Optimization exercise on an open flow, not production practice.
RTL: at most simulated, not proved equivalent.
Power: default activity.

`design/flow/design.v`:
```
package segmax_pkg;
   localparam int DATA_W_DEF = 32;
endpackage
module segmax_gt
#(
   parameter int DATA_W = segmax_pkg::DATA_W_DEF
) (
   input  logic [DATA_W-1:0] a_i,
   input  logic [DATA_W-1:0] b_i,
   output logic              gt_o
);
   localparam int LV = (DATA_W <= 2) ? 1 : (DATA_W <= 4) ? 2 : (DATA_W <= 8) ? 3 :
                       (DATA_W <= 16) ? 4 : (DATA_W <= 32) ? 5 : 6;
   logic [DATA_W-1:0] g [LV+1];
   logic [DATA_W-1:0] p [LV+1];
   for (genvar i = 0; i < DATA_W; i++) begin : g_bit
      if (i == DATA_W-1) begin : g_sign
         assign g[0][i] = !a_i[i] && b_i[i];
         assign p[0][i] = !a_i[i] || b_i[i];
      end else begin : g_mag
         assign g[0][i] = a_i[i] && !b_i[i];
         assign p[0][i] = a_i[i] || !b_i[i];
      end
   end
   for (genvar l = 0; l < LV; l++) begin : g_lvl
      localparam int N = DATA_W >> (l + 1);
      for (genvar j = 0; j < N; j++) begin : g_node
         assign g[l+1][j] = g[l][2*j+1] || (p[l][2*j+1] && g[l][2*j]);
         assign p[l+1][j] = p[l][2*j+1] && p[l][2*j];
      end
      for (genvar j = N; j < DATA_W; j++) begin : g_pad
         assign g[l+1][j] = 1'b0;
         assign p[l+1][j] = 1'b0;
      end
   end
   assign gt_o = g[LV][0];
endmodule
module segmax_tree
#(
   parameter int DATA_W = segmax_pkg::DATA_W_DEF
) (
   input  logic [DATA_W-1:0] a_i,
   input  logic [DATA_W-1:0] b_i,
   output logic [DATA_W-1:0] max_o
);
   logic gt;
   segmax_gt #(.DATA_W(DATA_W)) u_gt (.a_i(a_i), .b_i(b_i), .gt_o(gt));
   assign max_o = gt ? a_i : b_i;
endmodule
module segmax_stream
#(
   parameter int DATA_W = segmax_pkg::DATA_W_DEF,
   parameter int LANES  = 8,
   parameter int CNT_W  = 16
) (
   input  logic                    clk,
   input  logic                    rst,
   input  logic [1:0]              seg_mode,
   input  logic                    in_valid,
   output logic                    in_ready,
   input  logic [LANES*DATA_W-1:0] in_data,
   input  logic                    in_last,
   output logic                    out_valid,
   input  logic                    out_ready,
   output logic [LANES*DATA_W-1:0] out_max,
   output logic [CNT_W-1:0]        out_beats
);
   logic                  in_row_q, out_valid_q, stall, accept, first;
   logic                  m2_q, m4_q, m2, m4;         
   logic                  v1_q, first1_q, last1_q, two1_q, four1_q, one1;
   logic [DATA_W-1:0]     lane  [8];
   logic [DATA_W-1:0]     p     [4];
   logic [DATA_W-1:0]     p_q   [4];
   logic [DATA_W-1:0]     acc_q [4];
   logic [CNT_W-1:0]      cnt_q;
   logic                  upd, load1;
   logic [DATA_W-1:0]     acc_cmp [4];
   logic                  g10, g20, g30, g21, g31, g32;
   logic [3:0]            x;
   logic                  s00, s01, s02, s03, s11, s12, s13, s22, s33;
   assign stall     = out_valid_q && !out_ready;
   assign in_ready  = !(out_valid_q && v1_q);
   assign accept    = in_valid && in_ready;
   assign first     = !in_row_q;
   assign m2        = first ? (seg_mode == 2'd1) : m2_q;
   assign m4        = first ? (seg_mode == 2'd2) : m4_q;
   for (genvar i = 0; i < 8; i++) begin : g_lane
      assign lane[i] = in_data[i*DATA_W +: DATA_W];
   end
   for (genvar i = 0; i < 4; i++) begin : g_p
      segmax_tree #(.DATA_W(DATA_W)) u_p (.a_i(lane[2*i]), .b_i(lane[2*i+1]), .max_o(p[i]));
   end
   assign load1 = !(stall && v1_q);
   always_ff @(posedge clk) begin
      if (load1) begin
         first1_q <= first;
         last1_q  <= in_last;
         two1_q   <= m2;
         four1_q  <= m4;
         for (int i = 0; i < 4; i++) p_q[i] <= p[i];
      end
      if (accept && first) begin
         m2_q <= m2;
         m4_q <= m4;
      end
   end
   assign acc_cmp[0] = acc_q[0];
   assign acc_cmp[1] = four1_q ? acc_q[1] : acc_q[0];
   assign acc_cmp[2] = four1_q ? acc_q[2] : two1_q ? acc_q[1] : acc_q[0];
   assign acc_cmp[3] = four1_q ? acc_q[3] : two1_q ? acc_q[1] : acc_q[0];
   segmax_gt #(.DATA_W(DATA_W)) u_g10 (.a_i(p_q[1]), .b_i(p_q[0]), .gt_o(g10));
   segmax_gt #(.DATA_W(DATA_W)) u_g20 (.a_i(p_q[2]), .b_i(p_q[0]), .gt_o(g20));
   segmax_gt #(.DATA_W(DATA_W)) u_g30 (.a_i(p_q[3]), .b_i(p_q[0]), .gt_o(g30));
   segmax_gt #(.DATA_W(DATA_W)) u_g21 (.a_i(p_q[2]), .b_i(p_q[1]), .gt_o(g21));
   segmax_gt #(.DATA_W(DATA_W)) u_g31 (.a_i(p_q[3]), .b_i(p_q[1]), .gt_o(g31));
   segmax_gt #(.DATA_W(DATA_W)) u_g32 (.a_i(p_q[3]), .b_i(p_q[2]), .gt_o(g32));
   for (genvar j = 0; j < 4; j++) begin : g_x
      segmax_gt #(.DATA_W(DATA_W)) u_x (.a_i(p_q[j]), .b_i(acc_cmp[j]), .gt_o(x[j]));
   end
   assign one1 = !two1_q && !four1_q;
   assign upd  = v1_q && !stall;
   assign s00 = (first1_q || x[0]) && (four1_q || (!g10 && (two1_q || (!g20 && !g30))));
   assign s01 = (first1_q || x[1]) && !four1_q && g10 && (two1_q || (!g21 && !g31));
   assign s02 = (first1_q || x[2]) && one1 && g20 && g21 && !g32;
   assign s03 = (first1_q || x[3]) && one1 && g30 && g31 && g32;
   assign s11 = (first1_q || x[1]) && four1_q;
   assign s12 = (first1_q || x[2]) && two1_q && !g32;
   assign s13 = (first1_q || x[3]) && two1_q && g32;
   assign s22 = (first1_q || x[2]) && four1_q;
   assign s33 = (first1_q || x[3]) && four1_q;
   always_ff @(posedge clk) begin
      if (upd) begin
         if (s00 || s01 || s02 || s03)
            acc_q[0] <= ({DATA_W{s00}} & p_q[0]) | ({DATA_W{s01}} & p_q[1]) |
                        ({DATA_W{s02}} & p_q[2]) | ({DATA_W{s03}} & p_q[3]);
         if (s11 || s12 || s13 || first1_q)
            acc_q[1] <= ({DATA_W{s11}} & p_q[1]) | ({DATA_W{s12}} & p_q[2]) |
                        ({DATA_W{s13}} & p_q[3]);
         if (s22 || first1_q) acc_q[2] <= {DATA_W{four1_q}} & p_q[2];
         if (s33 || first1_q) acc_q[3] <= {DATA_W{four1_q}} & p_q[3];
         if (first1_q)          cnt_q <= CNT_W'(1);
         else if (!(&cnt_q))    cnt_q <= cnt_q + 1'b1;
      end
   end
   for (genvar k = 0; k < 4; k++) begin : g_out
      assign out_max[k*DATA_W +: DATA_W] = acc_q[k];
   end
   assign out_max[LANES*DATA_W-1:4*DATA_W] = '0;
   assign out_valid = out_valid_q;
   assign out_beats = cnt_q;
   always_ff @(posedge clk) begin
      if (rst) begin
         in_row_q    <= 1'b0;
         v1_q        <= 1'b0;
         out_valid_q <= 1'b0;
      end else begin
         if (accept) in_row_q <= !in_last;
         if (load1)  v1_q <= accept;
         if (!stall) out_valid_q <= v1_q && last1_q;
      end
   end
endmodule
```
`design/flow/flow/run.sh`:
```
#!/bin/bash
# The standard layout, with plain buffers on the ports instead of delay cells,
# and timing repair aiming a little further below the clock period.
# make's full output goes to standard.log; each ORFS step logs under orfs/logs.
export BUFFER_PORTS_ARGS="-buffer_cell sky130_fd_sc_hd__buf_1"
bash standard.sh SETUP_SLACK_MARGIN=6.0 finish > standard.log 2>&1
```
`design/flow/standard.sh`:
```
#!/bin/bash
# synth_recipe.tcl (not shown) runs the flow's synth.tcl, then flattens the netlist and writes it again
# the make line also repeats each setting of config.mk as NAME=value (left out here)
make -C /OpenROAD-flow-scripts/flow DESIGN_CONFIG=/design/flow/config.mk WORK_HOME=/design/flow/orfs CLKGATE_MAP_FILE= SYNTH_SCRIPT=/design/flow/synth_recipe.tcl "${@:-finish}"
```
`design/flow/config.mk`:
```
export PLATFORM = sky130hd
export DESIGN_NAME = segmax_stream
export DESIGN_NICKNAME = segmax_stream
export VERILOG_FILES = /design/flow/design.v
export SDC_FILE = /design/flow/constraint.sdc
export NUM_CORES = 4
export LEC_CHECK = 0
export ABC_AREA = 1
export CAP_MARGIN = 20
export CORE_MARGIN = 2
export CORE_UTILIZATION = 40
export SETUP_SLACK_MARGIN = 5
export SLEW_MARGIN = 20
```
`design/flow/constraint.sdc`:
```
create_clock -name core_clock -period 10.0 [get_ports {clk}]
set_input_delay 2.0000 -clock core_clock [delete_from_list [all_inputs] [get_ports {clk}]]
set_output_delay 2.0000 -clock core_clock [all_outputs]
set_load 0.01 [all_outputs]
```
==> impl_metrics.ini, run 1 <==
[route]
detailedRoute.firstIterationViolations = 2885
drt_first_pass_iters = 6
routed_via_density = 5.281
wl_per_cell_microns = 19.79
drc_errors = 0
drtAntennaViolNets = 0
route.vias.total = 24472
routed_wl_microns = 91700

[placement]
port-buffer-count = 408
post_dp_cell_area_sq_um = 24500
gp_congestion = 0.9478
place_hpwl_microns = 72190

[floorplanning]
start_util_pct = 40.62
rows = 87
die_w_microns = 243.7
coreArea_sq_um = 56600
io_pins = 537
dieArea_sq_um = 59410
fp.dieH_microns = 243.7

[cts]
cts_tree = built
cts_root_buf = clkbuf_16
htreeDepth = 2
clock-sinks = 281
clk_latency_ps = 560
clockBufferDepth = 3
path_clk_slew_ps = 60
numCtsBuffers = 37

[sta]
worst_clock_skew_ps = 15.44
max_slew_margin_pct = 43.23
fin_crit_sh_pct = 39.73
setup_tns_ps = 0
period_needed_ps = 3973
tightest_slew_ps = 851.5
setup_viol = 0
slew_viol_final = 0
hold_viol_final = 0
rsz0062_at_grt = false
fmax_ghz = 0.2517

[critical_path]
worstSetupPathType = in -> reg
cpPeakStageDelay_ps = 520
endpoint_kind = register
crit_top_cell = o21ai_0
cp.required_ps = 10280
slowest_stage = o21ai_0
start_kind = input pin
cp.arrival_ps = 4250
crit_path_max_fanout = 15
worstPathCellList = buf_1 > or2_2 > o21ai_0 > a21oi_1 > o21ai_0 > o311ai_0 > a21oi_1 > nand2_4 > o21ai_0

[synth]
syn-instance-count = 3494
syn_area_sq_um = 22990
synthFlopType = edfxtp_1
synth_cell_types = 54
seq_area_frac_synth_pct = 36.57
ys_seq_elements = 281
synth_edf_count = 278
ys_async_sr_fraction_pct = 0
yosys_warnings = 13
avgSynthCellArea_sq_um = 6.580

[grt]
grt_pass1_vias = 21902
grt_pass1_wl_microns = 134600
grt_usage_pct = 29.72
grt_max_degree = 91
antenna_found_initial = 11
overflow = 0

[flow_run]
maxCapViolations = 0

[power]
peakVddDrop_uv = 108.5
power_density_nw_per_um2 = 182.7
leakage_uw = 0.01228

[finish]
final_nets = 4110
post-route-cell-area_sq_um = 25800
mostFrequentLayoutCells = nand2_1 (1185), inv_1 (474), buf_1 (408)
layout_commonest_cell = nand2_1
syn_to_final_growth_pct = 12.23
drive_gt1_share_pct = 3.383
nFillCells = 6093

[worst_hold_path]
hp-class = reg -> reg

[outcome]
status = timing/DRC/antenna clean
-- per-stage QoR --
stage	std cells	utilization (%)	power (uW)	hold slack, ps	setup WS (ps)
final	4634	45.59	4714	483.0	6027
after global placement	4555	43.28	3401	481.5	5215
after detailed placement	4555	43.29	3409	480.0	5425
after floorplan	3621	-	2849	453.7	6251
after CTS	4626	45.45	4681	492.9	6010
after global routing	4633	45.58	4983	520.0	5969
-- path summary, 6_finish.rpt --
check                    start                        to  slack, ps  cells after the start
max                in_data[19]      p_q[0][17]$_DFFE_PN_       6030                      9
min          last1_q$_DFFE_PN_  out_valid_q$_SDFFE_PP0N_        480                      2
max reg2reg   two1_q$_DFFE_PN_    acc_q[1][10]$_DFFE_PP_       6320                     16
min reg2reg  last1_q$_DFFE_PN_  out_valid_q$_SDFFE_PP0N_        480                      2
-- cell families after synthesis --
family | after synthesis | synth area share, %
buffers and inverters | 731 | 15.13
AOI/OAI and AO/OA | 534 | 13.19
and+or+nand+nor | 1946 | 35.03
other | 1 | 0.01631
DFF | 281 | 36.57
adders and majority gates | 1 | 0.05441
-- power by group --
| group | switching [uW] | internal (uW) |
|---|---|---|
| Clock | 545 | 709 |
| Sequential | 305 | 1510 |
| Combinational | 1140 | 505 |
| Total | 1990 | 2720 |
-- critical path, delay by kind of cell --
family | cells | cell delay (ps)
AOI/OAI and AO/OA | 6 | 1610
and+or+nand+nor | 2 | 540
buffers and inverters | 1 | 110
-- final cells by class --
cell class              count  area (sq um)  share of cell area, %
clock inverters            18         87.58                 0.3394
flip-flops and latches    281          8408                  32.58
clock buffers              47          1006                  3.899
multi-input cells        2611         11690                  45.31
inverters                 481          1828                  7.084
repair buffers            434          1821                  7.055
diodes                      6         15.01                0.05819
well taps                 756         945.9                  3.666
-- cells in the mapped netlist, types with 4 or more instances --
master     number  area, sq um
a211oi_1        6        45.04
a21oi_1       105        525.5
a31oi_1        16        100.1
and2_1          4        25.02
and3_1          5        31.28
buf_2          35        175.2
buf_4         137         1028
buf_6          22        247.7
clkbuf_1       52        195.2
edfxtp_1      278         8348
inv_1         474         1779
inv_4           4        25.02
nand2_1      1190         4467
nand3_1       319         1597
nand3_2         4        40.04
nand3b_1        9        67.56
nand4_1        50        312.8
nor2_1        312         1171
nor3_1         11        55.05
nor3b_1         6        45.04
nor4_1          4        25.02
o2111ai_1      11        96.34
o211ai_1       37        277.8
o21a_1          5        37.54
o21ai_0       244         1221
o21ai_1        13        65.06
o22ai_1        75        469.2
or2_2          22        137.6
-- layer usage --
metal / up-vias / track usage, % / part of all wire, %
li1: 11889 / - / -
met1: 11191 / 42.97 / 44
met2: 1268 / 45.02 / 43
met3: 114 / 6.268 / 11
met4: 10 / 7.425 / 2.0
met5: - / 0 / 0.077
-- registers in the layout, indices dropped and copies added, names as in the netlist --
name	count
acc_q	128
cnt_q	16
first1_q	1
four1_q	1
in_row_q	1
last1_q	1
m2_q	1
m4_q	1
out_valid_q	1
p_q	128
two1_q	1
v1_q	1
-- what timing repair did --
action	4_1_cts	5_1_grt
hold buffers	0	0
endpoints found under the hold margin	0	0
setup buffers	4	1
gates resized for setup	4	14
gates cloned	2	1
pin swaps	2	3
endpoints found under the setup margin	86	187
Testbench counts, summed over its fixed seeds: cycles 22,349.
==> run 2: changes to the inputs <==
==> design/flow/flow/run.sh (replaced) <==
#!/bin/bash
# The standard layout, with plain buffers on the ports instead of delay cells,
# and timing repair aiming a little further below the clock period.
# make's full output goes to standard.log; each ORFS step logs under orfs/logs.
export BUFFER_PORTS_ARGS="-buffer_cell sky130_fd_sc_hd__buf_1"
bash standard.sh SETUP_SLACK_MARGIN=7.0 finish > standard.log 2>&1
==> run 2 against run 1 <==
Sequential power shrank 3%. Fmax grew 17%. Final cell count grew 7.2%. Still clean on timing, DRC and antenna. Die area is the same. Wire length grew 18%. Non-clock buffer count grew 300. Core utilization grew 12 points. Design area grew 26%. First-iteration DRC count grew 17%. Clock skew grew 14 ps. Critical endpoint is now p_q[0][27]$_DFFE_PN_. Setup slack gained 570 ps. Critical path depth grew 4.
==> impl_metrics.ini, run 2 <==
[floorplanning]
die_w_microns = 243.7
io_pins = 537
fp.dieH_microns = 243.7
start_util_pct = 40.62
dieArea_sq_um = 59410
coreArea_sq_um = 56600
rows = 87

[sta]
hold_viol_final = 0
fin_ws_ps = 6592
period_needed_ps = 3408
rsz0062_at_grt = true
fin_crit_sh_pct = 34.08
tightest_slew_ps = 821.8
slew_viol_final = 0
setup_viol = 0
fmax_ghz = 0.2935
setup_tns_ps = 0
worst_clock_skew_ps = 29.59
max_slew_margin_pct = 45.16

[power]
power.internal_uw = 3147
leakage_uw = 0.01553
combPwrFrac_pct = 42.8
seq_power_share_pct = 32.3
peakVddDrop_uv = 107.3
clkPwrFrac_pct = 24.9
p_switching_uw = 2298
power_density_nw_per_um2 = 167.8
p_sw_share_pct = 42.20

[route]
drtAntennaViolNets = 0
route.vias.total = 27065
routed_wl_microns = 108500
drt_first_pass_iters = 6
routed_via_density = 5.449
detailedRoute.firstIterationViolations = 3377
wl_per_cell_microns = 21.85
drc_errors = 0

[placement]
place_hpwl_microns = 71660
post_dp_cell_area_sq_um = 24750
gp_congestion = 0.9621
port-buffer-count = 408
dp_slack_ps = 5336

[critical_path]
cp.arrival_ps = 3710
worstPathCellList = buf_6 > or2_4 > o21ai_2 > nor2_2 > nand2_1 > nand3_2 > a221oi_4 > nand2_4 > nand3_4 > buf_12 > nand2_8 > nand2_2 > nand2_1
cp.required_ps = 10300
cpPeakStageDelay_ps = 290
start_kind = input pin
endpoint_kind = register
worstSetupPathType = in -> reg
slowest_stage = a221oi_4
crit_path_max_fanout = 8
crit_top_cell = nand2_1
cp_top_family = simple AND/OR/NAND/NOR gates
crit_buf_inv = 2

[finish]
layout_commonest_cell = nand2_1
nFillCells = 5414
final-seq-area_sq_um = 8416
syn_to_final_growth_pct = 41.18
final_nets = 4438
reg_top3 = acc_q (128), p_q (128), cnt_q (16)
drive_gt1_share_pct = 25.20
multiInputGateArea_sq_um = 14160
mostFrequentLayoutCells = nand2_1 (1027), inv_1 (431), nor2_1 (302)
post-route-cell-area_sq_um = 32460
final_core_util_pct = 57.34

[synth]
seq_area_frac_synth_pct = 36.57
synthTopCellsByArea = edfxtp_1 (36%), nand2_1 (19%), inv_1 (7.7%)
avgSynthCellArea_sq_um = 6.580
syn_area_sq_um = 22990
yosysTopAreaCell = edfxtp_1
ys_top_cells_by_count = nand2_1 (1190), inv_1 (474), nand3_1 (319)
netlist.area_leader.share_pct = 36.31
synth_cell_types = 54
ys_async_sr_fraction_pct = 0
yosys_warnings = 13
syn-instance-count = 3494
synthFlopType = edfxtp_1
synth_most_common_cell = nand2_1
synth_edf_count = 278
ys_seq_elements = 281

[cts]
cts_root_buf = clkbuf_16
numCtsBuffers = 37
clk_latency_ps = 570
clock-sinks = 281
htreeDepth = 2
cts_tree = built
path_clk_slew_ps = 60
clockBufferDepth = 3

[grt]
grt_max_degree = 90
grt_pass1_wl_microns = 149900
grt_usage_pct = 33.62
antenna_found_initial = 12
grt_pass1_vias = 23757
overflow = 0

[flow_run]
maxCapViolations = 0

[worst_hold_path]
hp-class = reg -> reg

[outcome]
status = timing/DRC/antenna clean
-- run 2: cell count changes in the layout (fill, tap and decap cells not counted), sizes merged --
cell	previous run	this run
buf	433	650
bufbuf	1	0
bufinv	0	2
clkbuf	47	132
clkinv	15	17
clkinvlp	1	5
diode	6	9
inv	483	482
nand2	1195	1216
nor2	314	315
-- run 2: path summary, 6_finish.rpt --
path | depth (start not counted) | from | slack (ps) | end
setup / recovery | 13 | in_data[11] | 6590 | p_q[0][27]$_DFFE_PN_
hold / removal | 2 | last1_q$_DFFE_PN_ | 490 | out_valid_q$_SDFFE_PP0N_
setup reg to reg | 16 | four1_q$_DFFE_PN_ | 6940 | acc_q[0][22]$_DFFE_PP_
hold reg to reg | 2 | last1_q$_DFFE_PN_ | 490 | out_valid_q$_SDFFE_PP0N_
-- run 2: stage by stage --
stage               instances  hold slack [ps]  power (uW)
floorplan                3621            453.7        2882
global route             4964            546.6        5683
global placement         4547            468.0        3398
finish                   4967            492.4        5445
CTS                      4833            496.4        5141
detailed placement       4547            482.6        3409
-- run 2: logic make-up (layout without fill, tap and decap cells) --
| family | count (synthesis) | after routing | synth area share, % |
|---|---|---|---|
| buf+inv | 731 | 1288 | 15.13 |
| simple gates | 1946 | 1970 | 35.03 |
| fa+ha+maj | 1 | 1 | 0.05441 |
| other cells | 1 | 137 | 0.01631 |
| flops | 281 | 281 | 36.57 |
| compound gates | 534 | 534 | 13.19 |
-- run 2: area by class of cell --
| cell class | instances | share of cell area, % |
|---|---|---|
| Multi-Input combinational cell | 2633 | 43.64 |
| Sequential cell | 281 | 25.93 |
| Timing Repair Buffer | 734 | 17.55 |
| Inverter | 481 | 5.948 |
| Clock buffer | 48 | 3.234 |
| Tap cell | 756 | 2.914 |
| Clock inverter | 19 | 0.4741 |
| Timing Repair inverter | 6 | 0.2428 |
| Antenna cell | 9 | 0.06939 |
-- run 2: power groups by stage --
stage | Combinational [uW] | Sequential [uW] | Clock [uW]
after floorplan | 1220 | 1660 | 0
after CTS | 2020 | 1760 | 1370
final | 2330 | 1760 | 1360
after global routing | 2510 | 1760 | 1410
after global placement | 1590 | 1810 | 0
after detailed placement | 1600 | 1810 | 0
-- run 2: worst reg2reg max path, delay by kind of cell (launching register included) --
family / cells / cell delay, ps
DFF: 1 / 480
and+or+nand+nor: 9 / 1070
AOI/OAI and AO/OA: 3 / 480
buffers and inverters: 4 / 750
-- run 2: layer usage --
| layer | global-route usage (%) | up-vias | routed length [microns] |
|---|---|---|---|
| met5 | 0 | - | 38 |
| met4 | 12.30 | 6 | 4717 |
| met3 | 6.620 | 245 | 12410 |
| met2 | 51.30 | 1690 | 47980 |
| met1 | 47.06 | 12514 | 43370 |
| li1 | - | 12610 | - |
-- run 2: timing repair --
item | in CTS | in global routing
hold buffers | 0 | 0
pin swaps | 142 | 136
setup buffers | 177 | 112
gates resized for setup | 593 | 387
gates cloned | 42 | 13
setup endpoints to repair | 531 | 450
==> run 3: changes to the inputs <==
--- a/design/flow/config.mk
+++ b/design/flow/config.mk
@@ -11,3 +11,4 @@
 export CORE_UTILIZATION = 40
 export SETUP_SLACK_MARGIN = 5
 export SLEW_MARGIN = 20
+export TNS_END_PERCENT = 5
==> run 3 against run 2 <==
Die area stayed put. Setup slack worse by 58 ps. Clock power shrank 4%. Largest cell class unchanged. Critical path depth grew 1. Fmax shrank 1.7%. Clock-buffer cell count grew 4. Still clean on timing, DRC and antenna.
==> impl_metrics.ini, run 3 <==
[outcome]
status = timing/DRC/antenna clean

[power]
power.internal_uw = 2937
p_switching_uw = 2149
p_sw_share_pct = 42.26
clkPwrFrac_pct = 25.8
combPwrFrac_pct = 39.0
power_density_nw_per_um2 = 178.3
leakage_uw = 0.01336
peakVddDrop_uv = 104.6
seq_power_share_pct = 35.2

[synth]
netlist.area_leader.share_pct = 36.31
syn_area_sq_um = 22990
yosys_warnings = 13
syn-instance-count = 3494
avgSynthCellArea_sq_um = 6.580
synthFlopType = edfxtp_1
seq_area_frac_synth_pct = 36.57
synthTopCellsByArea = edfxtp_1 (36%), nand2_1 (19%), inv_1 (7.7%)
ys_top_cells_by_count = nand2_1 (1190), inv_1 (474), nand3_1 (319)
synth_cell_types = 54
ys_async_sr_fraction_pct = 0
synth_edf_count = 278
ys_seq_elements = 281
synth_most_common_cell = nand2_1
yosysTopAreaCell = edfxtp_1

[critical_path]
start_kind = input pin
endpoint_kind = register
cp.required_ps = 10290
worstSetupPathType = in -> reg
crit_path_max_fanout = 8
cp.arrival_ps = 3760

[finish]
stdcell_count = 4746
final_nets = 4217
reg_top3 = acc_q (128), p_q (128), cnt_q (16)
nFillCells = 5862
syn_to_final_growth_pct = 24.11
mostFrequentLayoutCells = nand2_1 (1117), inv_1 (446), buf_1 (385)
post-route-cell-area_sq_um = 28530
layout_commonest_cell = nand2_1
drive_gt1_share_pct = 11.23

[route]
drtAntennaViolNets = 0
wl_per_cell_microns = 21.66
drt_first_pass_iters = 6
drc_errors = 0
route.vias.total = 26047
detailedRoute.firstIterationViolations = 3275
routed_wl_microns = 102800
routed_via_density = 5.488

[floorplanning]
start_util_pct = 40.62
die_w_microns = 243.7
coreArea_sq_um = 56600
io_pins = 537
fp.dieH_microns = 243.7
dieArea_sq_um = 59410
rows = 87

[sta]
period_needed_ps = 3466
whs_ps = 493.8
worst_clock_skew_ps = 17.59
slew_viol_final = 0
tightest_slew_ps = 1064
max_slew_margin_pct = 28.97
setup_viol = 0
fin_crit_sh_pct = 34.66
setup_tns_ps = 0
fmax_ghz = 0.2885
rsz0062_at_grt = true
hold_viol_final = 0
fin_ws_ps = 6534

[placement]
place_hpwl_microns = 71240
port-buffer-count = 408
dpl.cell_count = 4548
dp_slack_ps = 4662
gp_congestion = 0.9767
post_dp_cell_area_sq_um = 24530

[cts]
htreeDepth = 2
clk_latency_ps = 560
cts_root_buf = clkbuf_16
postCtsHoldBufs = 0
cts_tree = built
clock-sinks = 281
numCtsBuffers = 37
path_clk_slew_ps = 60
clockBufferDepth = 3

[grt]
grt_usage_pct = 31.73
antenna_found_initial = 10
grt_pass1_vias = 22362
grt_max_degree = 71
overflow = 0
grt_pass1_wl_microns = 142000

[flow_run]
maxCapViolations = 0

[worst_hold_path]
hp-class = reg -> reg
==> run 3: metrics by stage <==
step | total power, uW | util (%)
after detailed placement | 3403 | 43.34
after global placement | 3391 | 43.29
after CTS | 4901 | 47.62
after global routing | 5339 | 50.39
after floorplan | 2862 | -
final | 5086 | 50.41
==> run 3: final timing paths <==
check / from / endpoint / slack (ps) / depth (start not counted)
hold reg to reg: last1_q$_DFFE_PN_ / out_valid_q$_SDFFE_PP0N_ / 490 / 2
setup / recovery: in_data[43] / p_q[0][17]$_DFFE_PN_ / 6530 / 14
setup reg to reg: two1_q$_DFFE_PN_ / acc_q[1][11]$_DFFE_PP_ / 6790 / 16
hold / removal: last1_q$_DFFE_PN_ / out_valid_q$_SDFFE_PP0N_ / 490 / 2
==> run 3: cell type report <==
class,instances,area [sq um],area share [%]
multi-input cells,2629,13000,45.55
flip-flops and latches,281,8408,29.47
repair buffers,521,3120,10.94
inverters,481,1861,6.520
clock buffers,52,1045,3.661
well taps,756,945.9,3.315
clock inverters,14,115.1,0.4034
diodes,10,25.02,0.08770
repair inverters,2,16.27,0.05700
==> run 3: logic make-up after synthesis <==
family | Yosys count | share of synthesized area [%]
other | 1 | 0.01631
AOI/OAI and AO/OA | 534 | 13.19
buffers and inverters | 731 | 15.13
DFF | 281 | 36.57
adders and majority gates | 1 | 0.05441
and+or+nand+nor | 1946 | 35.03
==> run 3: power groups by stage <==
stage	Sequential [uW]	Clock (uW)	Combinational, uW
after global placement	1810	0	1580
after detailed placement	1810	0	1590
final	1790	1310	1980
after global routing	1800	1380	2160
after CTS	1770	1330	1800
after floorplan	1660	0	1200
==> run 3: what timing repair did <==
item	in CTS	in global routing
pin swaps	18	71
buffers inserted	54	29
gates cloned	19	20
setup endpoints to repair	552	552
gates resized for setup	122	270
hold endpoints to repair	0	0
==> run 3: critical path: stages <==
cell      delay (ps)
buf_1             90
inv_2             50
or2_4            230
o21ai_2           70
nor2_2            70
nand2_2           80
nand3_4          110
a221oi_4         310
nand2_4          110
nand3_4           90
buf_12           190
nand2_8          150
nand2_4          110
o21ai_4           80
==> run 3: metal layers <==
layer / share of wire, % / global-route usage, % / vias up
li1: - / - / 12174
met1: 41 / 46.54 / 12047
met2: 43 / 47.00 / 1599
met3: 11 / 6.191 / 219
met4: 3.8 / 9.290 / 8
met5: 0.053 / 0 / -
==> run 4: changes to the inputs <==
==> design/flow/flow/run.sh (replaced) <==
#!/bin/bash
# The standard layout, with plain buffers on the ports instead of delay cells,
# and timing repair aiming a little further below the clock period.
# make's full output goes to standard.log; each ORFS step logs under orfs/logs.
export BUFFER_PORTS_ARGS="-buffer_cell sky130_fd_sc_hd__buf_1"
bash standard.sh SETUP_SLACK_MARGIN=7.5 finish > standard.log 2>&1
--- a/design/flow/config.mk
+++ b/design/flow/config.mk
@@ -11,4 +11,3 @@
 export CORE_UTILIZATION = 40
 export SETUP_SLACK_MARGIN = 5
 export SLEW_MARGIN = 20
-export TNS_END_PERCENT = 5
==> run 4 against run 3 <==
Still clean on timing, DRC and antenna. Global-route usage up 5.2 points. Clock-buffer cell count down 8. Die area unchanged. Critical path depth down 1. Worst hold slack better by 5.9 ps. Synthesized cell count unchanged. Final cell count up 7.8%. Combinational power up 42%. Setup slack better by 68 ps. First-iteration DRC count up 26%. Clock power up 8%. Wire length up 19%. Critical path type unchanged. Critical endpoint is now p_q[0][31]$_DFFE_PN_.
==> impl_metrics.ini, run 4 <==
[floorplanning]
dieArea_sq_um = 59410
io_pins = 537
fp.dieH_microns = 243.7
coreArea_sq_um = 56600
rows = 87
start_util_pct = 40.62
die_w_microns = 243.7

[synth]
synth_cell_types = 54
syn_area_sq_um = 22990
yosysTopAreaCell = edfxtp_1
ys_top_cells_by_count = nand2_1 (1190), inv_1 (474), nand3_1 (319)
yosys_warnings = 13
seq_area_frac_synth_pct = 36.57
ys_async_sr_fraction_pct = 0
avgSynthCellArea_sq_um = 6.580
synthFlopType = edfxtp_1
synthTopCellsByArea = edfxtp_1 (36%), nand2_1 (19%), inv_1 (7.7%)
netlist.area_leader.share_pct = 36.31
ys_seq_elements = 281
synth_most_common_cell = nand2_1
synth_edf_count = 278
syn-instance-count = 3494

[critical_path]
worstSetupPathType = in -> reg
cpPeakStageDelay_ps = 300
crit_top_cell = o21ai_2
crit_path_max_fanout = 8
slowest_stage = a221oi_4
cp.arrival_ps = 3710
worstPathCellList = buf_6 > or2_4 > o21ai_2 > nor2_2 > nand2_1 > nand3_2 > a221oi_4 > nand2_4 > nand3_4 > buf_12 > nand2_8 > nand2_2 > o21ai_2
endpoint_kind = register
start_kind = input pin
cp.required_ps = 10310

[grt]
grt_pass1_wl_microns = 163500
grt_pass1_vias = 25560
overflow = 0
grt_max_degree = 68
antenna_found_initial = 8
grt_usage_pct = 36.91

[sta]
max_slew_margin_pct = 37.25
hold_viol_final = 0
worst_clock_skew_ps = 27.63
slew_viol_final = 0
setup_tns_ps = 0
fmax_ghz = 0.2943
rsz0062_at_grt = true
period_needed_ps = 3398
fin_crit_sh_pct = 33.98
whs_ps = 499.7
setup_viol = 0
tightest_slew_ps = 940.2

[outcome]
status = timing/DRC/antenna clean

[cts]
clock-sinks = 281
numCtsBuffers = 37
path_clk_slew_ps = 60
postCtsHoldBufs = 0
clk_latency_ps = 580
clockBufferDepth = 3
cts_tree = built
htreeDepth = 2
cts_root_buf = clkbuf_16

[finish]
layout_commonest_cell = nand2_1
reg_top3 = acc_q (128), p_q (128), cnt_q (16)
drive_gt1_share_pct = 32.12
mostFrequentLayoutCells = nand2_1 (924), inv_1 (424), buf_4 (332)
syn_to_final_growth_pct = 53.51
stdcell_count = 5114
nFillCells = 5050
final_nets = 4590

[route]
drtAntennaViolNets = 0
detailedRoute.firstIterationViolations = 4111
routed_wl_microns = 122000
drt_first_pass_iters = 8
routed_via_density = 5.725
route.vias.total = 29278
drc_errors = 0
wl_per_cell_microns = 23.85

[power]
peakVddDrop_uv = 105.4
leakage_uw = 0.01722
power_density_nw_per_um2 = 169.5

[worst_hold_path]
hp-class = reg -> reg

[flow_run]
maxCapViolations = 0

[placement]
gp_congestion = 0.9618
place_hpwl_microns = 71820
dpl.cell_count = 4547
port-buffer-count = 408
[run 4: cell counts after synthesis]
Identical to the previous run, type by type.
[run 4: what timing repair did]
action | 4_1_cts | 5_1_grt
gates resized for setup | 920 | 390
setup endpoints to repair | 549 | 615
hold endpoints to repair | 0 | 0
cloned | 58 | 23
pin swaps | 167 | 146
setup buffers | 303 | 112
[run 4: layout make-up]
cell class | count | area, sq um | area share, %
Multi-Input combinational cell | 2640 | 15280 | 43.30
Sequential cell | 281 | 8416 | 23.84
Timing Repair Buffer | 872 | 7231 | 20.49
Inverter | 481 | 1954 | 5.537
Clock buffer | 44 | 994.7 | 2.818
Tap cell | 756 | 945.9 | 2.680
Clock inverter | 21 | 237.7 | 0.6736
Timing Repair inverter | 13 | 216.5 | 0.6133
Antenna cell | 6 | 15.01 | 0.04254
[run 4: where the power goes]
part           switching [uW]  total [uW]  leakage [uW]  internal (uW)
clock                     569        1410      0.000594            838
combinational            1770        2820        0.0138           1050
sequential                250        1760       0.00284           1510
total                    2590        5980        0.0172           3400
[run 4: kinds of logic (layout without fill, tap and decap cells)]
group | count (synthesis) | in the layout | share of synthesized area (%)
other cells | 1 | 134 | 0.01631
simple gates | 1946 | 1977 | 35.03
flops | 281 | 281 | 36.57
buf+inv | 731 | 1431 | 15.13
fa+ha+maj | 1 | 1 | 0.05441
compound gates | 534 | 534 | 13.19
[run 4: final timing paths]
kind / start / end / slack (ps) / cells past startpoint
setup / recovery: in_data[11] / p_q[0][31]$_DFFE_PN_ / 6600 / 13
hold / removal: last1_q$_DFFE_PN_ / out_valid_q$_SDFFE_PP0N_ / 500 / 2
setup reg to reg: p_q[2][21]$_DFFE_PN_ / acc_q[0][23]$_DFFE_PP_ / 6810 / 17
hold reg to reg: last1_q$_DFFE_PN_ / out_valid_q$_SDFFE_PP0N_ / 500 / 2
[run 4: worst max-delay path, delay by kind of cell]
family / cells / cell delay, ps
buffers and inverters: 2 / 290
and+or+nand+nor: 8 / 970
AOI/OAI and AO/OA: 3 / 430
[run 4: layer usage]
metal  up-vias  part of all wire [%]  track usage, %
met4         4                   7.1           17.29
met5         -                 0.022               0
li1      12938                     -               -
met1     13603                    37           49.53
met3       479                    13           8.085
met2      2254                    43           56.52
[run 4: metrics by stage]
step / util, % / worst slack (ps) / cell area, sq um / power [uW]
2_1_floorplan: - / 6494 / 23990 / 2883
3_3_place_gp: 43.74 / 5301 / 24760 / 3404
3_5_place_dp: 43.74 / 5321 / 24760 / 3414
4_1_cts: 57.63 / 6657 / 32620 / 5577
5_1_grt: 62.34 / 6551 / 35290 / 6187
6_report: 62.35 / 6602 / 35290 / 5984
==> run 5: changes to the inputs <==
==> design/flow/flow/run.sh (replaced) <==
#!/bin/bash
# The standard layout, with plain buffers on the ports instead of delay cells,
# and timing repair aiming a little further below the clock period.
# make's full output goes to standard.log; each ORFS step logs under orfs/logs.
export BUFFER_PORTS_ARGS="-buffer_cell sky130_fd_sc_hd__buf_1"
bash standard.sh SETUP_SLACK_MARGIN=6.7 finish > standard.log 2>&1
==> run 5 against run 4 <==
Register-to-register slack improved by 40 ps. Via count fell by 12%. Wire length down 17%. Sequential share of layout area up 5.3 points. Power shrank 15%. Worst hold slack worse by 11 ps. Critical path type unchanged. Largest cell class unchanged.
==> impl_metrics.ini, run 5 <==
[grt]
antenna_found_initial = 8
grt_pass1_wl_microns = 139400
grt_max_degree = 90
overflow = 0
grt_pass1_vias = 22188
grt_usage_pct = 31.04

[critical_path]
r2r_start = two1_q$_DFFE_PN_
r2r_slack_ps = 6850
endpoint_kind = register
crit_path_max_fanout = 8
r2r_cells = 12
worstSetupPathType = in -> reg
cp.arrival_ps = 3740
crit_start = in_data[43]
cp.required_ps = 10310
critPathCapture = p_q[0][10]$_DFFE_PN_
r2r-end = acc_q[3][6]$_DFFE_PP_
start_kind = input pin

[synth]
syn-instance-count = 3494
synthTopCellsByArea = edfxtp_1 (36%), nand2_1 (19%), inv_1 (7.7%)
yosysTopAreaCell = edfxtp_1
synth_most_common_cell = nand2_1
syn_area_sq_um = 22990
ys_async_sr_fraction_pct = 0
ys_seq_elements = 281
ys_top_cells_by_count = nand2_1 (1190), inv_1 (474), nand3_1 (319)
yosys_warnings = 13
avgSynthCellArea_sq_um = 6.580
synth_cell_types = 54
netlist.area_leader.share_pct = 36.31
synthFlopType = edfxtp_1
synth_edf_count = 278
seq_area_frac_synth_pct = 36.57

[sta]
tightest_slew_ps = 767.0
period_needed_ps = 3436
slew_viol_final = 0
max_slew_margin_pct = 48.81
setup_viol = 0
fmax_ghz = 0.2910
whs_ps = 489.1
setup_tns_ps = 0
rsz0062_at_grt = true
hold_viol_final = 0
fin_crit_sh_pct = 34.36
worst_clock_skew_ps = 19.94

[cts]
cts_tree = built
clock-sinks = 281
htreeDepth = 2
cts_root_buf = clkbuf_16
path_clk_slew_ps = 60
clockBufferDepth = 3
clk_latency_ps = 560
numCtsBuffers = 36

[power]
peakVddDrop_uv = 96.14
power_density_nw_per_um2 = 175.5
leakage_uw = 0.01347

[floorplanning]
rows = 87
fp.dieH_microns = 243.7
start_util_pct = 40.62
coreArea_sq_um = 56600
io_pins = 537
dieArea_sq_um = 59410
die_w_microns = 243.7

[route]
drt_first_pass_iters = 7
drc_errors = 0
drtAntennaViolNets = 0
routed_via_density = 5.453
routed_wl_microns = 101100
route.vias.total = 25787
wl_per_cell_microns = 21.39
detailedRoute.firstIterationViolations = 3134

[finish]
post-route-cell-area_sq_um = 28810
drive_gt1_share_pct = 13.42
final_nets = 4203
reg_top3 = acc_q (128), p_q (128), cnt_q (16)
mostFrequentLayoutCells = nand2_1 (1070), inv_1 (451), buf_1 (362)
layout_commonest_cell = nand2_1
syn_to_final_growth_pct = 25.31
nFillCells = 5785

[placement]
port-buffer-count = 408
gp_congestion = 0.9291
post_dp_cell_area_sq_um = 24740
place_hpwl_microns = 71120

[worst_hold_path]
hp-class = reg -> reg
hold_start = last1_q$_DFFE_PN_

[flow_run]
maxCapViolations = 0

[outcome]
status = timing/DRC/antenna clean
## run 5: worst min-delay path by stage
stage | to | slack [ps] | cells past startpoint
2_1_floorplan | out_valid_q$_SDFFE_PP0N_ | 450 | 2
3_3_place_gp | out_valid_q$_SDFFE_PP0N_ | 470 | 2
3_5_place_dp | out_valid_q$_SDFFE_PP0N_ | 490 | 2
4_1_cts | out_valid_q$_SDFFE_PP0N_ | 500 | 2
5_1_grt | out_valid_q$_SDFFE_PP0N_ | 560 | 2
6_report | out_valid_q$_SDFFE_PP0N_ | 490 | 2
## run 5: cell families (layout without fill, tap and decap cells)
family | count (synthesis) | after routing | synth area share (%)
adders and majority gates | 1 | 1 | 0.05441
AOI/OAI and AO/OA | 534 | 534 | 13.19
DFF | 281 | 281 | 36.57
and+or+nand+nor | 1946 | 1968 | 35.03
buffers and inverters | 731 | 1053 | 15.13
other | 1 | 136 | 0.01631
## run 5: final cells by class
type / count / area [sq um] / area share, %
clock inverters: 18 / 202.7 / 0.7036
repair inverters: 2 / 18.77 / 0.06514
multi-input cells: 2631 / 13290 / 46.13
diodes: 8 / 20.02 / 0.06949
repair buffers: 506 / 3043 / 10.56
well taps: 756 / 945.9 / 3.283
inverters: 481 / 1921 / 6.666
clock buffers: 46 / 959.7 / 3.331
flip-flops and latches: 281 / 8409 / 29.19
## run 5: what timing repair did
item | in CTS | in global routing
hold buffers | 0 | 0
gates cloned | 22 | 19
setup buffers | 22 | 46
pin swaps | 42 | 112
setup endpoints to repair | 404 | 307
gates resized for setup | 148 | 299
## run 5: report_power, final
part           switching [uW]  total (uW)  internal (uW)
clock network             541        1330            784
logic                    1310        1940            629
registers                 287        1800           1510
## run 5: stage by stage
step / util, % / std cells / setup slack [ps] / total power, uW
after global routing: 50.89 / 4728 / 6479 / 5315
after global placement: 43.71 / 4548 / 5429 / 3404
after detailed placement: 43.71 / 4548 / 5416 / 3413
after floorplan: - / 3621 / 6491 / 2884
final: 50.90 / 4729 / 6564 / 5057
after CTS: 47.95 / 4656 / 6656 / 4869
## run 5: per-layer routing
layer | vias up | global-route usage, % | part of all wire [%]
met1 | 11908 | 44.58 | 42
met2 | 1516 | 46.29 | 43
li1 | 12147 | - | -
met4 | 2 | 10.99 | 4.4
met3 | 214 | 5.993 | 11
met5 | - | 0 | 0.013
## run 5: critical path: stages
cell	delay, ps
buf_8	80
inv_8	30
or2_4	240
o21ai_2	70
nor2_2	70
nand2_2	90
nand3_4	90
a221oi_4	310
nand2_4	100
nand3_4	220
buf_12	170
nand2_8	120
nand2_2	90
o21ai_1	60
==> run 6: changes to the inputs <==
==> design/flow/flow/run.sh (replaced) <==
#!/bin/bash
# The standard layout, with plain buffers on the ports instead of delay cells,
# and timing repair aiming a little further below the clock period.
# make's full output goes to standard.log; each ORFS step logs under orfs/logs.
export BUFFER_PORTS_ARGS="-buffer_cell sky130_fd_sc_hd__buf_1"
bash standard.sh SETUP_SLACK_MARGIN=6.5 finish > standard.log 2>&1
--- a/design/flow/config.mk
+++ b/design/flow/config.mk
@@ -11,3 +11,4 @@
 export CORE_UTILIZATION = 40
 export SETUP_SLACK_MARGIN = 5
 export SLEW_MARGIN = 20
+export TNS_END_PERCENT = 5
==> run 6 against run 5 <==
Non-clock buffer count decreased by 63. First-iteration DRC count decreased by 8.7%. Global-route usage decreased by 1.0 points. Clock-buffer cell count increased by 1. Critical path type unchanged. Setup slack got worse by 170 ps. Largest cell class unchanged.
==> impl_metrics.ini, run 6 <==
[outcome]
status = timing/DRC/antenna clean

[worst_hold_path]
hp-class = reg -> reg

[finish]
final-seq-area_sq_um = 8408
drive_gt1_share_pct = 4.196
stdcell_count = 4652
layout_commonest_cell = nand2_1
multiInputGateArea_sq_um = 11830
mostFrequentLayoutCells = nand2_1 (1184), inv_1 (473), buf_1 (408)
reg_top3 = acc_q (128), p_q (128), cnt_q (16)
final_nets = 4121
syn_to_final_growth_pct = 14.11
nFillCells = 6036

[cts]
cts_root_buf = clkbuf_16
clock-sinks = 281
clockBufferDepth = 3
path_clk_slew_ps = 50
cts_tree = built
htreeDepth = 2
clk_latency_ps = 560
numCtsBuffers = 37

[critical_path]
cpPeakStageDelay_ps = 240
worstSetupPathType = in -> reg
slowest_stage = a21oi_4
cp.arrival_ps = 4010
cp.required_ps = 10410
cp_top_family = compound AO/OA/AOI/OAI gates
crit_buf_inv = 4
crit_top_cell = nand2_1
worstPathCellList = buf_1 > inv_1 > nand2_1 > nand3_1 > a21oi_2 > o2111ai_2 > a21oi_4 > nand4_1 > a21o_1 > buf_12 > nand2_4 > buf_12 > nand2_1 > nand2_1
crit_path_max_fanout = 17
endpoint_kind = register
start_kind = input pin

[floorplanning]
die_w_microns = 243.7
coreArea_sq_um = 56600
io_pins = 537
dieArea_sq_um = 59410
rows = 87
start_util_pct = 40.62
fp.dieH_microns = 243.7

[power]
p_switching_uw = 2007
leakage_uw = 0.01244
p_sw_share_pct = 41.73
clkPwrFrac_pct = 27.3
peakVddDrop_uv = 110.6
power.internal_uw = 2802
power_density_nw_per_um2 = 183.3
combPwrFrac_pct = 35.1
seq_power_share_pct = 37.6

[sta]
max_slew_margin_pct = 28.43
whs_ps = 484.9
period_needed_ps = 3602
fmax_ghz = 0.2776
setup_tns_ps = 0
fin_crit_sh_pct = 36.02
rsz0062_at_grt = true
setup_viol = 0
worst_clock_skew_ps = 30.58
slew_viol_final = 0
hold_viol_final = 0
tightest_slew_ps = 1072

[synth]
ys_seq_elements = 281
ys_top_cells_by_count = nand2_1 (1190), inv_1 (474), nand3_1 (319)
synth_edf_count = 278
ys_async_sr_fraction_pct = 0
netlist.area_leader.share_pct = 36.31
synth_cell_types = 54
yosys_warnings = 13
syn-instance-count = 3494
synthTopCellsByArea = edfxtp_1 (36%), nand2_1 (19%), inv_1 (7.7%)
synth_most_common_cell = nand2_1
avgSynthCellArea_sq_um = 6.580
synthFlopType = edfxtp_1
syn_area_sq_um = 22990
seq_area_frac_synth_pct = 36.57
yosysTopAreaCell = edfxtp_1

[grt]
antenna_found_initial = 9
grt_max_degree = 90
grt_pass1_vias = 21759
grt_pass1_wl_microns = 135700
overflow = 0
grt_usage_pct = 30.01

[flow_run]
maxCapViolations = 0

[route]
routed_via_density = 5.301
wl_per_cell_microns = 19.92
drc_errors = 0
route.vias.total = 24662
routed_wl_microns = 92690
drtAntennaViolNets = 0
detailedRoute.firstIterationViolations = 2861
drt_first_pass_iters = 6

[placement]
place_hpwl_microns = 71350
port-buffer-count = 408
dpl.cell_count = 4551
gp_congestion = 0.9389
## run 6: worst register-to-register path: stages, from the launching register on
cell and delay, ps:
edfxtp_1 340, buf_6 340, inv_6 220, nand2_1 140, nand3_2 140, o211ai_1 160, nand3_1 140, a21oi_1 160
and2b_1 200, nor2b_1 140, nand2_1 70, nand3_2 120, nand2_2 80, inv_4 320, nor2_2 160, nor2_4 170
buf_12 170
## run 6: cell type report
cell class	count	area share (%)
Antenna cell	11	0.1049
Inverter	481	7.006
Multi-Input combinational cell	2613	45.09
Sequential cell	281	32.05
Timing Repair Buffer	443	7.688
Clock buffer	47	3.868
Clock inverter	20	0.5866
Tap cell	756	3.605
## run 6: path summary, 6_finish.rpt
path,startpoint,slack [ps],depth (start not counted),to
min reg2reg,last1_q$_DFFE_PN_,480,2,out_valid_q$_SDFFE_PP0N_
max reg2reg,two1_q$_DFFE_PN_,6600,16,acc_q[1][3]$_DFFE_PP_
min,last1_q$_DFFE_PN_,480,2,out_valid_q$_SDFFE_PP0N_
max,in_data[255],6400,14,p_q[3][24]$_DFFE_PN_
## run 6: routing by layer
layer	global-route usage, %	vias up	share of wire (%)	wire [microns]
met5	0	-	0	0
met4	9.702	0	2.9	2699
met3	5.321	130	11	10030
met2	44.11	1340	42	39310
met1	44.30	11258	44	40650
li1	-	11934	-	-
## run 6: logic make-up after synthesis
family / Yosys count / share of synthesized area [%]
DFF: 281 / 36.57
buffers and inverters: 731 / 15.13
adders and majority gates: 1 / 0.05441
and+or+nand+nor: 1946 / 35.03
AOI/OAI and AO/OA: 534 / 13.19
other: 1 / 0.01631
## run 6: stage by stage
stage | worst slack, ps | util [%] | power [uW] | instance area, sq um
2_1_floorplan | 5951 | - | 2849 | 23480
3_3_place_gp | 5172 | 43.24 | 3384 | 24480
3_5_place_dp | 5220 | 43.24 | 3396 | 24480
4_1_cts | 6440 | 46.12 | 4775 | 26100
5_1_grt | 6296 | 46.34 | 5081 | 26230
6_report | 6398 | 46.35 | 4809 | 26240
## run 6: power by group through the flow
stage               combinational (uW)  sequential (uW)  clock [uW]
floorplan                         1190             1660           0
global placement                  1570             1810           0
detailed placement                1580             1810           0
CTS                               1650             1790        1330
global route                      1890             1820        1380
finish                            1690             1810        1310
## run 6: what timing repair did
item	4_1_cts	5_1_grt
buffers inserted	10	5
endpoints found under the setup margin	311	249
cloned	7	1
pin swaps	8	2
resized for setup	48	9
hold buffers	0	0
==> run 7: changes to the inputs <==
--- a/design/flow/config.mk
+++ b/design/flow/config.mk
@@ -11,4 +11,3 @@
 export CORE_UTILIZATION = 40
 export SETUP_SLACK_MARGIN = 5
 export SLEW_MARGIN = 20
-export TNS_END_PERCENT = 5
==> run 7 against run 6 <==
Area after synthesis unchanged. Highest routed layer is now met5. First-iteration DRC count up 8.9%. Synthesized cell count unchanged. Wire length up 6.8%. Clock power about the same. Fmax up 3.5%. Via count up 2.7%. Largest cell class unchanged. Sequential power about the same. Clock skew down 0.61 ps. Worst hold slack better by 0.72 ps. Still clean. Design area up 2.1%.
==> impl_metrics.ini, run 7 <==
[sta]
fin_ws_ps = 6520
setup_viol = 0
tightest_slew_ps = 1002
period_needed_ps = 3480
worst_clock_skew_ps = 29.97
fmax_ghz = 0.2874
setup_tns_ps = 0
fin_crit_sh_pct = 34.80
hold_viol_final = 0
slew_viol_final = 0
rsz0062_at_grt = true
max_slew_margin_pct = 32.98

[placement]
gp_congestion = 0.9916
dpl.cell_count = 4553
dp_slack_ps = 5417
place_hpwl_microns = 72410
port-buffer-count = 408
post_dp_cell_area_sq_um = 24560

[synth]
synth_edf_count = 278
ys_seq_elements = 281
synthFlopType = edfxtp_1
syn_area_sq_um = 22990
ys_top_cells_by_count = nand2_1 (1190), inv_1 (474), nand3_1 (319)
yosys_warnings = 13
avgSynthCellArea_sq_um = 6.580
seq_area_frac_synth_pct = 36.57
ys_async_sr_fraction_pct = 0
syn-instance-count = 3494
synth_cell_types = 54
netlist.area_leader.share_pct = 36.31
yosysTopAreaCell = edfxtp_1
synthTopCellsByArea = edfxtp_1 (36%), nand2_1 (19%), inv_1 (7.7%)
synth_most_common_cell = nand2_1

[route]
wl_per_cell_microns = 21.21
detailedRoute.firstIterationViolations = 3117
drt_first_pass_iters = 6
routed_via_density = 5.426
drtAntennaViolNets = 0
drc_errors = 0
routed_wl_microns = 98980
route.vias.total = 25325

[power]
leakage_uw = 0.01267
finalPower_uw = 4934
power_density_nw_per_um2 = 184.2
peakVddDrop_uv = 103.6

[grt]
overflow = 0
grt_max_degree = 90
grt_pass1_vias = 21953
grt_usage_pct = 30.51
grt_pass1_wl_microns = 137000
antenna_found_initial = 5

[cts]
numCtsBuffers = 37
htreeDepth = 2
clockBufferDepth = 3
cts_tree = built
path_clk_slew_ps = 60
clk_latency_ps = 570
cts_root_buf = clkbuf_16
clock-sinks = 281

[critical_path]
cp.required_ps = 10290
endpoint_kind = register
cp.arrival_ps = 3770
start_kind = input pin
worstSetupPathType = in -> reg
crit_path_max_fanout = 8

[floorplanning]
io_pins = 537
dieArea_sq_um = 59410
rows = 87
start_util_pct = 40.62
fp.dieH_microns = 243.7
coreArea_sq_um = 56600
die_w_microns = 243.7

[worst_hold_path]
hp-class = reg -> reg

[finish]
syn_to_final_growth_pct = 16.51
stdcell_count = 4667
nFillCells = 5919
mostFrequentLayoutCells = nand2_1 (1170), inv_1 (469), buf_1 (405)
layout_commonest_cell = nand2_1
final_nets = 4144
post-route-cell-area_sq_um = 26790
reg_top3 = acc_q (128), p_q (128), cnt_q (16)
drive_gt1_share_pct = 5.787

[outcome]
status = timing/DRC/antenna clean

[flow_run]
maxCapViolations = 0
[run 7: critical path: stages]
cell and delay (ps):
clkbuf_4 150, inv_8 30, or2_4 240, o21ai_1 70
nor2_1 70, nand2_1 80, nand3_2 80, a221oi_2 250
nand2_2 150, nand3_4 210, buf_6 160, nand2_8 110
nand2_2 90, o21ai_1 70
[run 7: area by class of cell]
type	count	area (sq um)	share of cell area, %
Multi-Input combinational cell	2618	12090	45.12
Sequential cell	281	8408	31.39
Timing Repair Buffer	461	2295	8.567
Inverter	481	1873	6.992
Clock buffer	44	982.2	3.667
Tap cell	756	945.9	3.531
Clock inverter	20	182.7	0.6820
Antenna cell	6	15.01	0.05605
[run 7: repair_timing]
action                     4_1_cts  5_1_grt
pin swaps                        9       21
hold endpoints to repair         0        0
hold buffers                     0        0
buffers inserted                11       12
gates cloned                     7       14
resized for setup               52       63
setup endpoints to repair      304      240
[run 7: logic make-up (layout without fill, tap and decap cells)]
family          count (synthesis)  count (layout)  share of synthesized area [%]
simple gates                 1946            1955                          35.03
fa+ha+maj                       1               1                        0.05441
flops                         281             281                          36.57
other cells                     1             134                        0.01631
buf+inv                       731            1006                          15.13
compound gates                534             534                          13.19
[run 7: power breakdown]
part	leakage, uW	total (uW)	switching, uW	internal (uW)
Combinational	0.00926	1780	1230	553
Clock	0.000575	1340	559	777
Sequential	0.00284	1820	310	1510
[run 7: worst paths after layout]
| path | start | end | slack, ps | cells past startpoint |
|---|---|---|---|---|
| setup / recovery | in_data[43] | p_q[0][11]$_DFFE_PN_ | 6520 | 14 |
| hold reg to reg | last1_q$_DFFE_PN_ | out_valid_q$_SDFFE_PP0N_ | 490 | 2 |
| setup reg to reg | p_q[2][29]$_DFFE_PN_ | acc_q[0][2]$_DFFE_PP_ | 6670 | 14 |
| hold / removal | last1_q$_DFFE_PN_ | out_valid_q$_SDFFE_PP0N_ | 490 | 2 |
[run 7: per-layer routing]
metal | vias up | track usage, % | wire length [microns]
li1 | 11975 | - | -
met1 | 11675 | 44.01 | 41580
met2 | 1478 | 44.03 | 41760
met3 | 195 | 8.008 | 12000
met4 | 2 | 9.935 | 3627
met5 | - | 0 | 13
[run 7: stage by stage]
step	util (%)	hold WS [ps]
5_1_grt	47.31	519.6
3_3_place_gp	43.38	472.9
2_1_floorplan	-	453.7
4_1_cts	46.24	489.3
6_report	47.32	485.6
3_5_place_dp	43.38	474.2
==> run 8: changes to the inputs <==
--- a/design/flow/config.mk
+++ b/design/flow/config.mk
@@ -8,6 +8,6 @@
 export ABC_AREA = 1
 export CAP_MARGIN = 20
 export CORE_MARGIN = 2
-export CORE_UTILIZATION = 40
+export CORE_UTILIZATION = 55
 export SETUP_SLACK_MARGIN = 5
 export SLEW_MARGIN = 20
==> run 8 against run 7 <==
Area after synthesis is the same. Synthesized cell count is the same. Register-to-register slack lost 300 ps.
==> impl_metrics.ini, run 8 <==
[grt]
grt_pass1_vias = 24228
grt_max_degree = 90
antenna_found_initial = 3
grt_usage_pct = 42.68
grt_pass1_wl_microns = 141400
overflow = 0

[floorplanning]
coreArea_sq_um = 41020
io_pins = 537
fp.dieH_microns = 208.5
rows = 74
dieArea_sq_um = 43450
die_w_microns = 208.5
start_util_pct = 56.05

[cts]
numCtsBuffers = 35
clk_latency_ps = 560
htreeDepth = 2
cts_tree = built
cts_root_buf = clkbuf_16
clock-sinks = 281
postCtsHoldBufs = 0
clockBufferDepth = 3
path_clk_slew_ps = 60

[critical_path]
cpPeakStageDelay_ps = 700
worstPathCellList = inv_1 > nand2_1 > nand2_1 > nand2_1 > nand2_1 > nand2_1 > nand2_1 > nand2_1 > nand2_1 > a21oi_1 > nand2_1 > nand2_1 > nand3_2 > nor2_1 > nor2_1 > nand3_1
crit_path_max_fanout = 16
endpoint_kind = register
worstSetupPathType = reg -> reg
r2r_start = p_q[1][1]$_DFFE_PN_
cp.arrival_ps = 4050
r2r_slack_ps = 6370
cp.required_ps = 10420
r2r_cells = 16
crit_top_cell = nand2_1
start_kind = register
r2r-end = acc_q[0][18]$_DFFE_PP_
slowest_stage = edfxtp_1

[synth]
synthFlopType = edfxtp_1
synthTopCellsByArea = edfxtp_1 (36%), nand2_1 (19%), inv_1 (7.7%)
syn_area_sq_um = 22990
syn-instance-count = 3494
ys_async_sr_fraction_pct = 0
netlist.area_leader.share_pct = 36.31
synth_edf_count = 278
ys_top_cells_by_count = nand2_1 (1190), inv_1 (474), nand3_1 (319)
yosys_warnings = 13
avgSynthCellArea_sq_um = 6.580
synth_most_common_cell = nand2_1
synth_cell_types = 54
yosysTopAreaCell = edfxtp_1
ys_seq_elements = 281
seq_area_frac_synth_pct = 36.57

[route]
detailedRoute.firstIterationViolations = 4434
drt_first_pass_iters = 8
route.vias.total = 26781
wl_per_cell_microns = 22.32
routed_wl_microns = 99030
drtAntennaViolNets = 0
routed_via_density = 6.034
drc_errors = 0

[finish]
final-seq-area_sq_um = 8408
syn_to_final_growth_pct = 15.25
layout_commonest_cell = nand2_1
post-route-cell-area_sq_um = 26500
drive_gt1_share_pct = 6.175
nFillCells = 3590
multiInputGateArea_sq_um = 12210
final_nets = 4141
reg_top3 = acc_q (128), p_q (128), cnt_q (16)
mostFrequentLayoutCells = nand2_1 (1167), inv_1 (469), buf_1 (404)

[placement]
place_hpwl_microns = 70890
gp_congestion = 1.011
port-buffer-count = 408
post_dp_cell_area_sq_um = 24280
dp_slack_ps = 5211

[sta]
setup_tns_ps = 0
worst_clock_skew_ps = 28.12
fin_ws_ps = 6370
period_needed_ps = 3630
slew_viol_final = 0
max_slew_margin_pct = 33.58
whs_ps = 498.3
setup_viol = 0
tightest_slew_ps = 993.1
hold_viol_final = 0
fin_crit_sh_pct = 36.30
fmax_ghz = 0.2755
rsz0062_at_grt = true

[power]
power_density_nw_per_um2 = 188.6
finalPower_uw = 4996
leakage_uw = 0.01264
peakVddDrop_uv = 103.2

[worst_hold_path]
hp-class = reg -> reg
min_path_cells = 2
hold_start = last1_q$_DFFE_PN_
hold_path_end = out_valid_q$_SDFFE_PP0N_

[flow_run]
maxCapViolations = 0

[outcome]
status = timing/DRC/antenna clean
-- run 8: logic make-up after synthesis --
logic type,Yosys count,share of synthesized area [%]
AOI/OAI and AO/OA,534,13.19
buffers and inverters,731,15.13
and+or+nand+nor,1946,35.03
other,1,0.01631
DFF,281,36.57
adders and majority gates,1,0.05441
-- run 8: worst max-delay path by stage --
| stage | from | to | slack (ps) | cells after the start |
|---|---|---|---|---|
| finish | p_q[1][1]$_DFFE_PN_ | acc_q[0][18]$_DFFE_PP_ | 6370 | 16 |
| global route | in_data[43] | p_q[0][15]$_DFFE_PN_ | 6440 | 14 |
| CTS | in_data[43] | p_q[0][26]$_DFFE_PN_ | 6510 | 14 |
| detailed placement | in_data[163] | p_q[2][31]$_DFFE_PN_ | 5210 | 13 |
| global placement | in_data[163] | p_q[2][25]$_DFFE_PN_ | 5190 | 13 |
| floorplan | out_ready | cnt_q[0]$_SDFFCE_PP1P_ | 6440 | 4 |
-- run 8: layer usage --
layer,vias to the layer above,part of all wire [%],global-route usage [%]
met3,414,16,11.95
met2,2276,42,63.68
met5,-,0,0
met4,0,5.8,20.59
li1,11959,-,-
met1,12132,37,57.13
-- run 8: critical path: cells and delay by family, from the launching register on --
| family | cells | cell delay (ps) |
|---|---|---|
| compound gates | 1 | 290 |
| buf+inv | 1 | 310 |
| simple gates | 14 | 2150 |
| flops | 1 | 700 |
-- run 8: power by group --
part	internal (uW)	switching [uW]	total, uW	leakage (uW)
Sequential	1510	300	1810	0.00284
Clock	781	543	1320	0.000558
Combinational	548	1320	1860	0.00924
-- run 8: timing repair --
action,in CTS,in global routing
setup endpoints to repair,320,252
buffers inserted,10,20
hold endpoints to repair,0,0
resized for setup,52,86
gates cloned,9,7
pin swaps,11,30
-- run 8: per-stage QoR --
| step | utilization (%) | cells |
|---|---|---|
| final | 64.60 | 4438 |
| after global routing | 64.60 | 4438 |
| after CTS | 63.20 | 4408 |
| after detailed placement | 59.18 | 4326 |
| after global placement | 59.08 | 4324 |
| after floorplan | - | 3621 |
-- run 8: layout make-up --
class | instances | area share, %
well taps | 532 | 2.512
multi-input cells | 2619 | 46.09
inverters | 481 | 7.097
diodes | 3 | 0.02833
repair buffers | 459 | 8.164
clock buffers | 43 | 3.579
flip-flops and latches | 281 | 31.73
clock inverters | 20 | 0.7980
==> run 9: changes to the inputs <==
==> design/flow/flow/run.sh (replaced) <==
#!/bin/bash
# The standard layout, with plain buffers on the ports instead of delay cells,
# and timing repair aiming a little further below the clock period.
# make's full output goes to standard.log; each ORFS step logs under orfs/logs.
export BUFFER_PORTS_ARGS="-buffer_cell sky130_fd_sc_hd__buf_1"
bash standard.sh SETUP_SLACK_MARGIN=6.3 finish > standard.log 2>&1
--- a/design/flow/config.mk
+++ b/design/flow/config.mk
@@ -8,6 +8,6 @@
 export ABC_AREA = 1
 export CAP_MARGIN = 20
 export CORE_MARGIN = 2
-export CORE_UTILIZATION = 55
+export CORE_UTILIZATION = 40
 export SETUP_SLACK_MARGIN = 5
 export SLEW_MARGIN = 20
==> run 9 against run 8 <==
Worst hold slack gained 9.3 ps. Clock skew shrank 15 ps. Non-clock buffer count shrank 14. Largest cell class unchanged.
==> impl_metrics.ini, run 9 <==
[outcome]
status = timing/DRC/antenna clean

[power]
power_density_nw_per_um2 = 184.7
peakVddDrop_uv = 113.6
leakage_uw = 0.01243

[route]
drt_first_pass_iters = 7
routed_via_density = 5.331
routed_wl_microns = 92600
drc_errors = 0
drtAntennaViolNets = 0
detailedRoute.firstIterationViolations = 3091
route.vias.total = 24789
wl_per_cell_microns = 19.91

[synth]
seq_area_frac_synth_pct = 36.57
yosys_warnings = 13
ys_seq_elements = 281
netlist.area_leader.share_pct = 36.31
ys_async_sr_fraction_pct = 0
syn-instance-count = 3494
synthFlopType = edfxtp_1
yosysTopAreaCell = edfxtp_1
syn_area_sq_um = 22990
synth_edf_count = 278
synth_most_common_cell = nand2_1
avgSynthCellArea_sq_um = 6.580
ys_top_cells_by_count = nand2_1 (1190), inv_1 (474), nand3_1 (319)
synth_cell_types = 54
synthTopCellsByArea = edfxtp_1 (36%), nand2_1 (19%), inv_1 (7.7%)

[sta]
fin_crit_sh_pct = 36.14
worst_clock_skew_ps = 12.87
setup_tns_ps = 0
fin_ws_ps = 6386
setup_viol = 0
slew_viol_final = 0
period_needed_ps = 3614
rsz0062_at_grt = false
fmax_ghz = 0.2767
hold_viol_final = 0
tightest_slew_ps = 853.7
max_slew_margin_pct = 43.03

[placement]
dpl.cell_count = 4553
port-buffer-count = 408
post_dp_cell_area_sq_um = 24490
gp_congestion = 0.9668
dp_slack_ps = 4989
place_hpwl_microns = 71370

[floorplanning]
die_w_microns = 243.7
start_util_pct = 40.62
dieArea_sq_um = 59410
rows = 87
fp.dieH_microns = 243.7
coreArea_sq_um = 56600
io_pins = 537

[cts]
clk_latency_ps = 550
cts_root_buf = clkbuf_16
htreeDepth = 2
path_clk_slew_ps = 60
numCtsBuffers = 38
cts_tree = built
clockBufferDepth = 3
clock-sinks = 281

[finish]
drive_gt1_share_pct = 4.191
mostFrequentLayoutCells = nand2_1 (1186), inv_1 (473), buf_1 (408)
stdcell_count = 4650
syn_to_final_growth_pct = 14.01
nFillCells = 6019
final_nets = 4125
final_core_util_pct = 46.31
post-route-cell-area_sq_um = 26210
layout_commonest_cell = nand2_1
reg_top3 = acc_q (128), p_q (128), cnt_q (16)

[grt]
grt_pass1_vias = 21266
overflow = 0
grt_usage_pct = 29.27
grt_max_degree = 91
antenna_found_initial = 4
grt_pass1_wl_microns = 132300

[critical_path]
worstSetupPathType = in -> reg
r2r-end = acc_q[1][7]$_DFFE_PP_
crit_top_cell = nand2_1
cp.arrival_ps = 4030
crit_buf_inv = 4
r2r_slack_ps = 6500
worstPathCellList = buf_1 > inv_1 > nand2_1 > nand3_1 > a21oi_1 > o2111ai_1 > o21ai_0 > a21oi_4 > buf_8 > nand2_1 > buf_6 > nand2_1 > nand2_1
cp_top_family = compound AO/OA/AOI/OAI gates
endpoint_kind = register
r2r_start = four1_q$_DFFE_PN_
cp.required_ps = 10410
crit_path_max_fanout = 28
crit_cells = 13
start_kind = input pin
slowest_stage = o21ai_0
cpPeakStageDelay_ps = 430
r2r_cells = 15

[flow_run]
maxCapViolations = 0

[worst_hold_path]
hold_path_end = out_valid_q$_SDFFE_PP0N_
min_path_cells = 2
hp-class = reg -> reg
hold_start = last1_q$_DFFE_PN_
## run 9: cell counts after synthesis
Identical to the previous run, type by type.
## run 9: what timing repair did
action / 4_1_cts / 5_1_grt
hold buffers: 0 / 0
gates resized for setup: 27 / 39
gates cloned: 3 / 4
pin swaps: 6 / 7
setup buffers: 7 / 10
setup endpoints to repair: 280 / 217
## run 9: area by class of cell
type | instances | area (sq um) | share of cell area, %
Clock buffer | 48 | 1052 | 4.014
Timing Repair Buffer | 445 | 1978 | 7.547
Inverter | 481 | 1836 | 7.002
Multi-Input combinational cell | 2614 | 11830 | 45.15
Antenna cell | 5 | 12.51 | 0.04773
Sequential cell | 281 | 8408 | 32.08
Clock inverter | 20 | 146.4 | 0.5585
Tap cell | 756 | 945.9 | 3.609
## run 9: worst reg2reg max path, stage by stage, from the launching register on
cell and delay (ps):
edfxtp_1 510, clkbuf_16 280, inv_16 300, nand3_2 210, o211ai_1 160, nand3_1 140
a21oi_1 160, and2b_1 200, nor2b_1 140, nand2_1 70, nand3_2 120, nand2_2 80
inv_4 320, nor2_2 160, nor2_4 170, buf_12 170
## run 9: logic make-up after synthesis
kind of cell    share of synthesized area (%)
simple gates                            35.03
buf+inv                                 15.13
fa+ha+maj                             0.05441
flops                                   36.57
other cells                           0.01631
compound gates                          13.19
## run 9: worst max-delay path by stage
stage	startpoint	slack, ps	end
after floorplan	in_data[51]	6300	p_q[0][23]$_DFFE_PN_
after global placement	in_data[221]	4980	p_q[3][27]$_DFFE_PN_
after detailed placement	in_data[221]	4990	p_q[3][26]$_DFFE_PN_
after CTS	in_data[221]	6300	p_q[3][26]$_DFFE_PN_
after global routing	in_data[187]	6310	p_q[2][8]$_DFFE_PN_
final	in_data[191]	6390	p_q[2][30]$_DFFE_PN_
## run 9: where the power goes
| part | switching [uW] | internal (uW) | total (uW) |
|---|---|---|---|
| combinational | 1170 | 524 | 1690 |
| sequential | 306 | 1510 | 1810 |
| clock | 544 | 794 | 1340 |
| total | 2010 | 2830 | 4840 |
## run 9: per-layer routing
metal  up-vias  part of all wire [%]  global-route usage, %
met5         -                 0.014                      0
met2      1410                    42                  43.06
li1      11933                     -                      -
met1     11329                    44                  44.20
met4         2                   2.5                  8.106
met3       115                    11                  4.362
## run 9: per-stage QoR
step / power [uW] / hold WS [ps]
2_1_floorplan: 2850 / 453.7
3_3_place_gp: 3388 / 467.2
3_5_place_dp: 3397 / 470.5
4_1_cts: 4775 / 518.1
5_1_grt: 5107 / 521.7
6_report: 4841 / 507.6
